This design comes from an exercise in tuning for small area, a short achievable clock period and few clock cycles per item on the open sky130 flow, not from production work. Only simulation tests tie the RTL to the original design; equivalence was not proved.

**flow/constraint.sdc**
```tcl
create_clock -name core_clock -period 10.0 [get_ports {CLK}]
set_input_delay 2.0000 -clock core_clock [delete_from_list [all_inputs] [get_ports {CLK}]]
set_output_delay 2.0000 -clock core_clock [all_outputs]
set_load 0.01 [all_outputs]
```
**flow/config.mk**
```make
export PLATFORM = sky130hd
export DESIGN_NAME = weight_update
export DESIGN_NICKNAME = weight_update
export VERILOG_FILES = /design/flow/design.v
export SDC_FILE = /design/flow/constraint.sdc
export NUM_CORES = 4
export LEC_CHECK = 0
export CAP_MARGIN = 20
export CORE_MARGIN = 2
export CORE_UTILIZATION = 40
export SLEW_MARGIN = 20
```
**flow/run.sh**
```bash
#!/bin/bash
# synth_recipe.tcl (not shown) runs the flow's synth.tcl, then flattens the netlist and writes it again
# the make line also repeats each setting of config.mk as NAME=value (left out here)
make -C /OpenROAD-flow-scripts/flow DESIGN_CONFIG=/design/flow/config.mk WORK_HOME=/design/flow/orfs CLKGATE_MAP_FILE= SYNTH_SCRIPT=/design/flow/synth_recipe.tcl finish
```
**flow/design.v**
```verilog
module weight_update #(
  parameter int WWIDTH   = 8,
  parameter int LR_SHIFT = 4,
  parameter int ADDR_L0  = 0,
  parameter int ADDR_L1  = 1
) (
  input  logic               CLK,
  input  logic               RST,
  input  logic               start,
  input  logic signed [8:0]  x0,
  input  logic signed [8:0]  x1,
  input  logic signed [8:0]  x2,
  input  logic signed [8:0]  x3,
  input  logic signed [8:0]  v0,
  input  logic signed [8:0]  v1,
  input  logic signed [8:0]  v2,
  input  logic signed [8:0]  v3,
  input  logic signed [8:0]  v4,
  input  logic signed [8:0]  v5,
  input  logic signed [8:0]  delta_20,
  input  logic signed [8:0]  delta_21,
  input  logic signed [8:0]  delta_22,
  input  logic signed [8:0]  delta_23,
  input  logic signed [8:0]  delta_24,
  input  logic signed [8:0]  delta_25,
  input  logic signed [8:0]  delta_30,
  input  logic signed [8:0]  delta_31,
  output logic               busy,
  output logic               done,
  output logic [3:0]         addr,
  output logic [255:0]       write_data,
  output logic               we,
  input  logic [255:0]       read_data
);
  localparam int DW     = ((WWIDTH > 18) ? WWIDTH : 18) + 1;
  localparam int WMAX_I = (1 << (WWIDTH - 1)) - 1;
  localparam int WMIN_I = -(1 << (WWIDTH - 1));
  typedef enum logic [3:0] {
    S_IDLE  = 4'd0,
    S_RD0   = 4'd1,
    S_WAIT0 = 4'd2,
    S_UPD0  = 4'd3,
    S_WR0   = 4'd4,
    S_RD1   = 4'd5,
    S_WAIT1 = 4'd6,
    S_UPD1  = 4'd7,
    S_WR1   = 4'd8,
    S_DONE  = 4'd9
  } state_t;
  state_t                   state_q, state_d;
  logic [4:0]               k_q, k_d;
  logic [255:0]             wbuf_q, wbuf_d;
  logic signed [8:0]        x_q  [4];
  logic signed [8:0]        v_q  [6];
  logic signed [8:0]        d2_q [6];
  logic signed [8:0]        d3_q [2];
  logic [3:0]               addr_q, addr_d;
  logic                     we_q, we_d;
  logic                     busy_q, busy_d;
  logic                     done_q, done_d;
  logic [255:0]             wdata_q, wdata_d;
  logic signed [8:0]        a_s, d_s;
  logic [2:0]               hid_s;
  logic signed [17:0]       prod_s, shift_s;
  logic signed [WWIDTH-1:0] wgt_s;
  logic signed [DW-1:0]     diff_s;
  logic [WWIDTH-1:0]        new_w_s;
  function automatic logic [WWIDTH-1:0] reduce_w(input logic signed [DW-1:0] v);
    logic [WWIDTH-1:0] r;
    r = v[WWIDTH-1:0];
    reduce_w = r;
  endfunction
  always_ff @(posedge CLK or posedge RST) begin
    if (RST) begin
      state_q <= S_IDLE;
      k_q     <= 5'd0;
      wbuf_q  <= 256'd0;
    end else begin
      state_q <= state_d;
      k_q     <= k_d;
      wbuf_q  <= wbuf_d;
    end
  end
  always_ff @(posedge CLK or posedge RST) begin
    if (RST) begin
      for (int i = 0; i < 4; i++) x_q[i] <= 9'sd0;
      for (int i = 0; i < 6; i++) begin
        v_q[i]  <= 9'sd0;
        d2_q[i] <= 9'sd0;
      end
      d3_q[0] <= 9'sd0;
      d3_q[1] <= 9'sd0;
    end else if ((state_q == S_IDLE) && start) begin
      x_q[0]  <= x0;
      x_q[1]  <= x1;
      x_q[2]  <= x2;
      x_q[3]  <= x3;
      v_q[0]  <= v0;
      v_q[1]  <= v1;
      v_q[2]  <= v2;
      v_q[3]  <= v3;
      v_q[4]  <= v4;
      v_q[5]  <= v5;
      d2_q[0] <= delta_20;
      d2_q[1] <= delta_21;
      d2_q[2] <= delta_22;
      d2_q[3] <= delta_23;
      d2_q[4] <= delta_24;
      d2_q[5] <= delta_25;
      d3_q[0] <= delta_30;
      d3_q[1] <= delta_31;
    end
  end
  always_comb begin
    a_s   = 9'sd0;
    d_s   = 9'sd0;
    hid_s = 3'd0;
    case (state_q)
      S_UPD0: begin
        a_s = x_q[k_q[1:0]];
        d_s = d2_q[k_q[4:2]];
      end
      S_UPD1: begin
        if (k_q < 5'd6) begin
          hid_s = k_q[2:0];
          d_s   = d3_q[0];
        end else begin
          hid_s = k_q[2:0] - 3'd6;   
          d_s   = d3_q[1];
        end
        a_s = v_q[hid_s];
      end
      default: begin
        a_s = 9'sd0;
        d_s = 9'sd0;
      end
    endcase
    prod_s  = 18'(a_s) * 18'(d_s);
    shift_s = prod_s >>> LR_SHIFT;
    wgt_s   = wbuf_q[k_q*WWIDTH +: WWIDTH];
    diff_s  = DW'(wgt_s) - DW'(shift_s);
    new_w_s = reduce_w(diff_s);
  end
  always_comb begin
    state_d = state_q;
    k_d     = k_q;
    wbuf_d  = wbuf_q;
    case (state_q)
      S_IDLE: begin
        if (start) state_d = S_RD0;
        else       state_d = S_IDLE;
      end
      S_RD0:   state_d = S_WAIT0;
      S_WAIT0: begin
        wbuf_d  = read_data;
        state_d = S_UPD0;
      end
      S_UPD0: begin
        wbuf_d[k_q*WWIDTH +: WWIDTH] = new_w_s;
        if (k_q == 5'd23) begin
          k_d     = 5'd0;
          state_d = S_WR0;
        end else begin
          k_d = k_q + 5'd1;
        end
      end
      S_WR0:   state_d = S_RD1;
      S_RD1:   state_d = S_WAIT1;
      S_WAIT1: begin
        wbuf_d  = read_data;
        state_d = S_UPD1;
      end
      S_UPD1: begin
        wbuf_d[k_q*WWIDTH +: WWIDTH] = new_w_s;
        if (k_q == 5'd11) begin
          k_d     = 5'd0;
          state_d = S_WR1;
        end else begin
          k_d = k_q + 5'd1;
        end
      end
      S_WR1:   state_d = S_DONE;
      S_DONE:  state_d = S_IDLE;
      default: state_d = S_IDLE;
    endcase
  end
  always_comb begin
    addr_d  = 4'd0;
    we_d    = 1'b0;
    busy_d  = 1'b0;
    done_d  = 1'b0;
    wdata_d = wdata_q;
    case (state_d)
      S_RD0, S_WAIT0, S_UPD0: begin
        addr_d = 4'(ADDR_L0);
        busy_d = 1'b1;
      end
      S_WR0: begin
        addr_d  = 4'(ADDR_L0);
        busy_d  = 1'b1;
        we_d    = 1'b1;
        wdata_d = wbuf_d;
      end
      S_RD1, S_WAIT1, S_UPD1: begin
        addr_d = 4'(ADDR_L1);
        busy_d = 1'b1;
      end
      S_WR1: begin
        addr_d  = 4'(ADDR_L1);
        busy_d  = 1'b1;
        we_d    = 1'b1;
        wdata_d = wbuf_d;
      end
      S_DONE:  done_d = 1'b1;
      default: done_d = 1'b0;
    endcase
  end
  always_ff @(posedge CLK or posedge RST) begin
    if (RST) begin
      addr_q  <= 4'd0;
      we_q    <= 1'b0;
      busy_q  <= 1'b0;
      done_q  <= 1'b0;
      wdata_q <= 256'd0;
    end else begin
      addr_q  <= addr_d;
      we_q    <= we_d;
      busy_q  <= busy_d;
      done_q  <= done_d;
      wdata_q <= wdata_d;
    end
  end
  assign addr       = addr_q;
  assign we         = we_q;
  assign busy       = busy_q;
  assign done       = done_q;
  assign write_data = wdata_q;
endmodule
```
==> summary.md, run 1 <==
| Metric | Value |
|---|---|
| Detailed Route WL | approximately 160000 um |
| Max Fclk | 108.9 MHz |
| Largest net degree at the start of global routing | 178 |
| Core footprint | 88510 um^2 |
| Crit path launch type | flop |
| Slowest CP cell | xnor2_1 |
| Worst slew margin | 10.48% |
| Most common cell after layout, fill and taps aside | nand2_1 |
| Number of flops mapped to enable cells by yosys | 0 |
| Die Ht | 303.3 um |
| Drt pass-1 iters | 7 |
| Routed vias/inst | 6.022 |
| Crit Path Max Fanout | 28 |
| DP Wirelength | 118900 um |
| Setup Viol. Count Final | 0 |
| Gpl congestion | 0.9596 |
| HP Class | reg -> reg |
| Status | complete, no violations |
| Max Cap Viol | 0 |
| Area growth syn-to-layout | 30.24% |
| RSZ-0062 raised after global routing | no |
| Worst-margin pin slew | about 1.3 ns |
| GRT Resource Usage Total | 35.14% |
| Vias in the first global route | 32800 |
| Global route overflow | 0 |
| Clock buffer depth | 3 |
| Synth top area cells | dfrtp_1 48%, nand2_1 9.2%, mux2_2 5.4%, mux4_2 4.8%, a21oi_1 4.0% |
| Crit path DAT | 9.66 ns |
| Cts hold-fix bufs | 0 |
| Total Nets Final | slightly below 5000 |
| Initial DRC count | about 3900 |
| Fraction of synthesis flops using an asynchronous set or reset pin | 100.0% |
| Clock sinks | 687 |
| CP Class | reg -> reg |
| DR vias | 33560 |
| Post-Syn Instances | ~3800 |
| Primary FF master, synth | dfrtp_1 |
| Leading area contributor after synthesis | dfrtp_1 |
| Antenna-violating nets left | 0 |
| CP max stage delay | ~0.60 ns |
| CTS tree | yes |
| Hold_ws | between 0.4 and 0.5 ns |
| Buffers on Ports | 680 |
| Post-CTS setup buffers | 0 |
| H-Tree Depth | 3 |
| Syn avg cell area | 9.541 um^2 |
| Period utilization | 91.80% |
| Commonest cells after routing, fill and taps aside | 882 x nand2_1, 683 x dfrtp_1, 680 x clkdlybuf4s50_1, 321 x nor2_1, 282 x a21oi_1 |
| Resized cells post-CTS | 0 |
| Post-Syn Area | roughly 36000 um^2 |
| Pins Over Slew Limit | 0 |
| Top-area cell type share of the netlist area | 47.98% |
| Worst skew pair latency | 0.65 ns |
| Post-synthesis sequential area ratio | 47.98% |
| Netlist cell types | 88 |
| # IOs | 684 |
| Register bit total from synthesis | between 600 and 700 |
| Tmin final | about 9 ns |
| Clk_skew | 0.02914 ns |
| FP Rows | 109 |
| Root buf cell | clkbuf_16 |
| Die area | roughly 92000 um^2 |
| Wire per inst | 29.60 um |
| Starting Density | 40.48% |
| Clk slew on worst S/H paths | roughly 0.060 ns |
| Initial antenna violation count | 50 |
| Crit end category | flop |
| Final hold vios | 0 |
| Fraction of layout cells with a size suffix above 1 | 11.69% |
| Yosys Warn Count | 5 |
| Total CTS buffers | 79 |
| Width of the die | around 300 um |
| Remaining DRCs | 0 |
| WP data required | between 10 and 15 ns |
| First-pass GRT wire length | 235100 um |
logic make-up (layout without fill, tap and decap cells):
| kind of cell | after synthesis | in the layout | synth area share (%) |
|---|---|---|---|
| simple gates | 1407 | 1407 | 15.98 |
| compound gates | 929 | 929 | 16.90 |
| flops | 687 | 687 | 47.98 |
| buf+inv | 355 | 979 | 3.932 |
| mux | 267 | 267 | 10.71 |
| fa+ha+maj | 78 | 78 | 3.583 |
| xor+xnor | 31 | 31 | 0.8975 |
| other cells | 1 | 31 | 0.01047 |
Yosys cell counts, types with 5 or more instances:
| master | number |
|---|---|
| nand2b_1 | 10 |
| ha_1 | 37 |
| mux2_2 | 171 |
| o211ai_1 | 8 |
| o2bb2ai_1 | 25 |
| xnor2_1 | 20 |
| buf_4 | 7 |
| nand2_1 | 882 |
| a211oi_1 | 5 |
| a21o_1 | 5 |
| a21oi_1 | 283 |
| a31oi_2 | 5 |
| o22ai_1 | 175 |
| nor3_1 | 62 |
| xor2_1 | 7 |
| inv_1 | 64 |
| dfrtp_1 | 687 |
| mux4_2 | 76 |
| a22oi_1 | 169 |
| a31oi_1 | 16 |
| a221oi_1 | 5 |
| fa_1 | 41 |
| buf_6 | 5 |
| nand3_1 | 43 |
| nor3b_1 | 11 |
| nor4_1 | 5 |
| and2_1 | 23 |
| and3_1 | 12 |
| buf_1 | 26 |
| o21ai_0 | 110 |
| nor2b_1 | 7 |
| buf_2 | 10 |
| a22o_1 | 47 |
| a221o_1 | 10 |
| mux2i_1 | 19 |
| clkbuf_1 | 239 |
| nor3_2 | 5 |
| nor2_1 | 326 |
| a222oi_1 | 11 |
cell type report:
cell class,count,area (um^2)
Multi-Input combinational cell,2715,17310
Sequential cell,687,17200
Tap cell,1165,1458
Timing Repair Buffer,768,7584
Antenna cell,28,70.07
Fill cell,8125,41850
Clock buffer,112,2293
Clock inverter,31,474.2
Inverter,68,271.5
routing by layer:
metal,routed length [um],GRT usage [%],up-vias
met3,16680,9.538,404
met5,288,0,-
li1,-,-,14450
met1,64480,46.19,16770
met2,74760,53.79,1906
met4,8770,17.04,42
critical path: cells and delay by family (launching register included):
kind / cells / cell delay [ns]
adder cells (fa/ha/maj): 8 / 3.46
AO/OA/AOI/OAI: 9 / 1.75
XOR/XNOR: 4 / 1.57
AND/OR/NAND/NOR: 5 / 0.98
buffers and inverters: 6 / 0.66
flip-flops: 1 / 0.59
registers in the layout, summed over array words and instances, names as in the netlist:
name and flops:
v_q 54, done_q 1, wbuf_q 256, we_q 1, d2_q 54, wdata_q 256
x_q 36, addr_q 1, state_q 4, busy_q 1, k_q 5, d3_q 18
metrics by stage:
step	utilization (%)	worst slack (ns)	instance area, um^2	std cells	setup TNS, ns
global placement	49.49	1.096	43800	5402	0
floorplan	-	-1.400	35840	3757	-961.90
detailed placement	49.50	0.9358	43820	5403	0
CTS	52.63	0.8695	46580	5546	0
finish	52.72	0.8197	46660	5574	0
global route	52.70	0.2260	46640	5568	0
worst paths after layout:
check,startpoint,to,slack (ns),cells after the start
max in group asynchronous,RST,k_q[1],6.11,4
min,wdata_q[169],wdata_q[169],0.47,2
min in group asynchronous,RST,wdata_q[228],1.70,2
min reg2reg,wdata_q[169],wdata_q[169],0.47,2
max reg2reg,k_q[1],wdata_q[215],0.82,32
max,k_q[1],wdata_q[215],0.82,32
Testbench counts, summed over its fixed seeds: cycles 42,240, items 960.
==> inputs of run 2 (changes only) <==
==> flow/design.v (replaced) <==
module weight_update #(
  parameter int WWIDTH   = 8,
  parameter int LR_SHIFT = 4,
  parameter int ADDR_L0  = 0,
  parameter int ADDR_L1  = 1
) (
  input  logic               CLK,
  input  logic               RST,
  input  logic               start,
  input  logic signed [8:0]  x0,
  input  logic signed [8:0]  x1,
  input  logic signed [8:0]  x2,
  input  logic signed [8:0]  x3,
  input  logic signed [8:0]  v0,
  input  logic signed [8:0]  v1,
  input  logic signed [8:0]  v2,
  input  logic signed [8:0]  v3,
  input  logic signed [8:0]  v4,
  input  logic signed [8:0]  v5,
  input  logic signed [8:0]  delta_20,
  input  logic signed [8:0]  delta_21,
  input  logic signed [8:0]  delta_22,
  input  logic signed [8:0]  delta_23,
  input  logic signed [8:0]  delta_24,
  input  logic signed [8:0]  delta_25,
  input  logic signed [8:0]  delta_30,
  input  logic signed [8:0]  delta_31,
  output logic               busy,
  output logic               done,
  output logic [3:0]         addr,
  output logic [255:0]       write_data,
  output logic               we,
  input  logic [255:0]       read_data
);
  localparam int NM = 18;
  logic [1:0] st_q;
  wire idle = (st_q == 2'd0);
  wire s1   = (st_q == 2'd1);
  wire s2   = (st_q == 2'd2);
  wire s3   = (st_q == 2'd3);
  always_ff @(posedge CLK or posedge RST) begin
    if (RST)       st_q <= 2'd0;
    else if (idle) st_q <= start ? 2'd1 : 2'd0;
    else           st_q <= st_q + 2'd1;
  end
  logic signed [8:0] x_q  [4];
  logic signed [8:0] v_q  [6];
  logic signed [8:0] d2_q [6];
  logic signed [8:0] d3_q [2];
  always_ff @(posedge CLK) begin
    if (idle) begin
      x_q[0]  <= x0;       x_q[1]  <= x1;       x_q[2]  <= x2;       x_q[3]  <= x3;
      v_q[0]  <= v0;       v_q[1]  <= v1;       v_q[2]  <= v2;
      v_q[3]  <= v3;       v_q[4]  <= v4;       v_q[5]  <= v5;
      d2_q[0] <= delta_20; d2_q[1] <= delta_21; d2_q[2] <= delta_22;
      d2_q[3] <= delta_23; d2_q[4] <= delta_24; d2_q[5] <= delta_25;
      d3_q[0] <= delta_30; d3_q[1] <= delta_31;
    end
  end
  logic [255:0] w_q;
  always_ff @(posedge CLK) w_q <= read_data;
  logic [7:0] prod [NM];
  always_comb begin
    for (int m = 0; m < NM; m++) begin
      logic signed [8:0]  a, d;
      logic signed [17:0] p;
      if (m < 12) begin
        a = s1 ? v_q[m % 6]  : x_q[m % 4];
        d = s1 ? d3_q[m / 6] : d2_q[m / 4];
      end else begin
        a = s1 ? x_q[(m + 6) % 4]  : x_q[m % 4];
        d = s1 ? d2_q[(m + 6) / 4] : d2_q[m / 4];
      end
      p = a * d;
      prod[m] = p[LR_SHIFT +: WWIDTH];
    end
  end
  logic [7:0] d_q [24];
  always_ff @(posedge CLK) begin
    for (int m = 0; m < NM; m++) d_q[m] <= prod[m];
    if (s1)
      for (int m = 12; m < NM; m++) d_q[m + 6] <= prod[m];
  end
  always_comb begin
    write_data = w_q;
    for (int k = 0; k < 24; k++) begin
      if (k < 12) write_data[8*k +: 8] = w_q[8*k +: 8] - d_q[k];
      else        write_data[8*k +: 8] = w_q[8*k +: 8] - (s3 ? d_q[k] : 8'd0);
    end
  end
  assign busy = !idle;
  assign done = s3;
  assign we   = s2 || s3;
  assign addr = (s1 || s3) ? 4'(ADDR_L0) : 4'(ADDR_L1);
endmodule
==> summary.md, run 2 <==
| Metric | Value |
|---|---|
| Commonest cells after routing, fill and taps aside | 945 x nand2_1, 925 x inv_1, 742 x fa_1, 680 x clkdlybuf4s50_1, 567 x ha_1 |
| Crit Path Max Fanout | 65 |
| Remaining DRCs | 0 |
| Most common cell after layout, fill and taps aside | nand2_1 |
| Crit path launch type | flop |
| Wire per inst | 21.44 um |
| Fin Setup TNS | 0 ns |
| Crit path DAT | roughly 4.8 ns |
| Post-synthesis sequential area ratio | 25.28% |
| Largest reg by FF count | w_q |
| Synth top area cells | fa_1 26%, dfxtp_1 14%, ha_1 13%, edfxtp_1 11%, nand2_1 6.2% |
| Hold Crit Depth | 1 |
| Yosys Warn Count | 7 |
| Worst Hold End | st_q[0] |
| Max Cap Viol | 0 |
| Hold_sp | st_q[0] |
| WP data required | 8.00 ns |
| Gpl congestion | roughly 0.98 |
| Dpl ws | approximately 3.4 ns |
| Buffers on Ports | between 600 and 700 |
| Status | complete, no violations |
| Setup Viol. Count Final | 0 |
| DP Wirelength | 146600 um |
| Slowest CP cell | ha_2 |
| H-Tree Depth | 3 |
| CP Depth | 11 |
| Max Fclk | 148.0 MHz |
| Total Nets Final | between 8000 and 9000 |
| CP top delay family | buffers and inverters |
| Post-CTS setup buffers | 0 |
| Fraction of layout cells with a size suffix above 1 | 4.433% |
| Final setup margin | between 3 and 4 ns |
| Netlist cell types | 47 |
| Initial antenna violation count | 14 |
| GRT Resource Usage Total | 24.95% |
| Top flop regs | w_q (256), d_q (192) |
| CP Class | reg -> out |
| Initial DRC count | 3003 |
| Syn avg cell area | roughly 9.7 um^2 |
| Post-Syn Instances | around 5800 |
| Largest register FFs | roughly 260 |
| Worst skew pair latency | between 0.7 and 0.8 ns |
| Core footprint | 141200 um^2 |
| Root buf cell | clkbuf_16 |
| Worst r2r dst | d_q[6][7] |
| Most common cell in the synthesized netlist | nand2_1 |
| Routed vias/inst | 5.003 |
| Worst r2r src | st_q[1] |
| # IOs | 684 |
| Primary FF master, synth | dfxtp_1 |
| Clock sinks | 612 |
| Crit path buffers/inverters | 2 |
| Width of the die | approximately 380 um |
| Worst slew margin | 18.71% |
| Clk_skew | about 0.057 ns |
| Tmin final | roughly 6.8 ns |
| Fraction of synthesis flops using an asynchronous set or reset pin | 0.3268% |
| Die area | ~150000 um^2 |
| Total CTS buffers | between 70 and 80 |
| CTS tree | yes |
| Number of flops mapped to enable cells by yosys | 210 |
| HP Class | reg -> reg |
| Vias in the first global route | 43950 |
| Pins Over Slew Limit | 0 |
| Clock buffer depth | 3 |
| Drt pass-1 iters | 5 |
| Largest net degree at the start of global routing | 121 |
| Cts hold-fix bufs | 0 |
| DR vias | 42110 |
| First-pass GRT wire length | 271200 um |
| Post-Syn Area | approximately 57000 um^2 |
| Cell Chain, Critical Path | ha_2, buf_4, nand2_1, ha_1, nor2b_1, o21ai_0, a21boi_0, o21ai_0, a21oi_1, xnor2_1, clkdlybuf4s50_1 |
| Final hold vios | 0 |
| R2r setup slk | 3.26 ns |
| RSZ-0062 raised after global routing | no |
| Commonest cells in the netlist | 945 x nand2_1, 925 x inv_1, 742 x fa_1, 571 x ha_1, 463 x nor2_1 |
| Crit end category | primary output |
| Top-area cell type share of the netlist area | 26.14% |
| Detailed Route WL | 180500 um |
| Antenna-violating nets left | 0 |
| Register bit total from synthesis | slightly above 600 |
| Reg2Reg Depth | 19 |
| Hold_ws | 0.6921 ns |
| Global route overflow | 0 |
| Worst-margin pin slew | 1.211 ns |
| Area growth syn-to-layout | 19.14% |
| Die Ht | about 380 um |
| Starting Density | 40.23% |
| Resized cells post-CTS | 0 |
| Most frequent cell on the critical path | o21ai_0 |
| Clk slew on worst S/H paths | roughly 0.080 ns |
| FP Rows | around 140 |
| Leading area contributor after synthesis | fa_1 |
| Period utilization | 67.57% |
| CP max stage delay | 0.64 ns |
==> run 2: cell types whose count changed after synthesis, moves of 96 or more <==
cell	change
a22oi_1	-169
clkbuf_1	-205
dfrtp_1	-685
dfxtp_1	+400
edfxtp_1	+210
fa_1	+701
ha_1	+534
inv_1	+861
mux2_2	-103
nor2_1	+137
nor2b_1	+96
o22ai_1	-175
xnor2_1	+363
==> run 2: logic make-up (layout without fill, tap and decap cells) <==
kind of cell             Yosys count  after routing  synth area share [%]
AND/OR/NAND/NOR                 1699           1699                 12.44
multiplexers                     135            135                 2.726
AO/OA/AOI/OAI                    488            488                 5.005
other                              1              9              0.006599
buffers and inverters           1114           1785                 8.259
XOR/XNOR                         485            485                 7.575
adder cells (fa/ha/maj)         1313           1313                 38.71
flip-flops                       612            612                 25.28
==> run 2: per-stage QoR <==
step / cell area (um^2) / cells / util [%]
2_1_floorplan: 56830 / 5849 / -
3_3_place_gp: 65160 / 8270 / 46.14
3_5_place_dp: 65180 / 8270 / 46.15
4_1_cts: 67680 / 8410 / 47.92
5_1_grt: 67690 / 8411 / 47.92
6_report: 67700 / 8416 / 47.93
==> run 2: worst max path at each step <==
| stage | start | to |
|---|---|---|
| floorplan | st_q[1] | d_q[20][7] |
| global placement | st_q[1] | d_q[19][7] |
| detailed placement | st_q[1] | d_q[9][7] |
| CTS | st_q[0] | write_data[159] |
| global route | st_q[0] | write_data[159] |
| finish | st_q[0] | write_data[159] |
==> run 2: layout make-up <==
type,instances,area [um^2]
Sequential cell,612,14360
Antenna cell,6,15.01
Fill cell,13480,73540
Inverter,927,3480
Clock buffer,93,2016
Clock inverter,47,493.0
Multi-Input combinational cell,4123,37850
Timing Repair Buffer,718,7117
Tap cell,1890,2365
==> run 2: per-layer routing <==
| metal | GRT usage [%] | share of wire [%] | routed length, um |
|---|---|---|---|
| met5 | 0 | 0.032 | 58 |
| met4 | 11.21 | 5.2 | 9321 |
| met3 | 5.655 | 8.2 | 14890 |
| met2 | 40.23 | 46 | 82990 |
| met1 | 31.94 | 41 | 73220 |
Testbench counts of run 2, summed over its fixed seeds: cycles 3,840, items 960.

[static timing again, ports no longer ideal]
No port has a modelled driver above. Below, the same layouts with a new extraction and two added sets of constraints.
Step 1, drivers: a clkbuf_16 drives CLK and a buf_2 each remaining input, both assumed.
Step 2 times the ports against the registers' clock, not the clock port: input delays grow and output delays shrink by t, the midpoint of the rising clock arrivals with the driver on.
a / b / c = ideal / step 1 / step 2; a / b = the first two.
run | t, ns | slack for setup (ns) | worst setup path at the end | clock arrival spread, ns | slew at the worst register clock pin (ns)
run 1 | 0.706 | 0.820 / 0.820 / 0.820 | register to register | 0.029 / 0.029 | 0.07 / 0.07
run 2 | 0.783 | 3.243 / 3.160 / 3.259 | register to register | 0.057 / 0.058 | 0.08 / 0.08
After both steps every run listed still meets setup and hold.
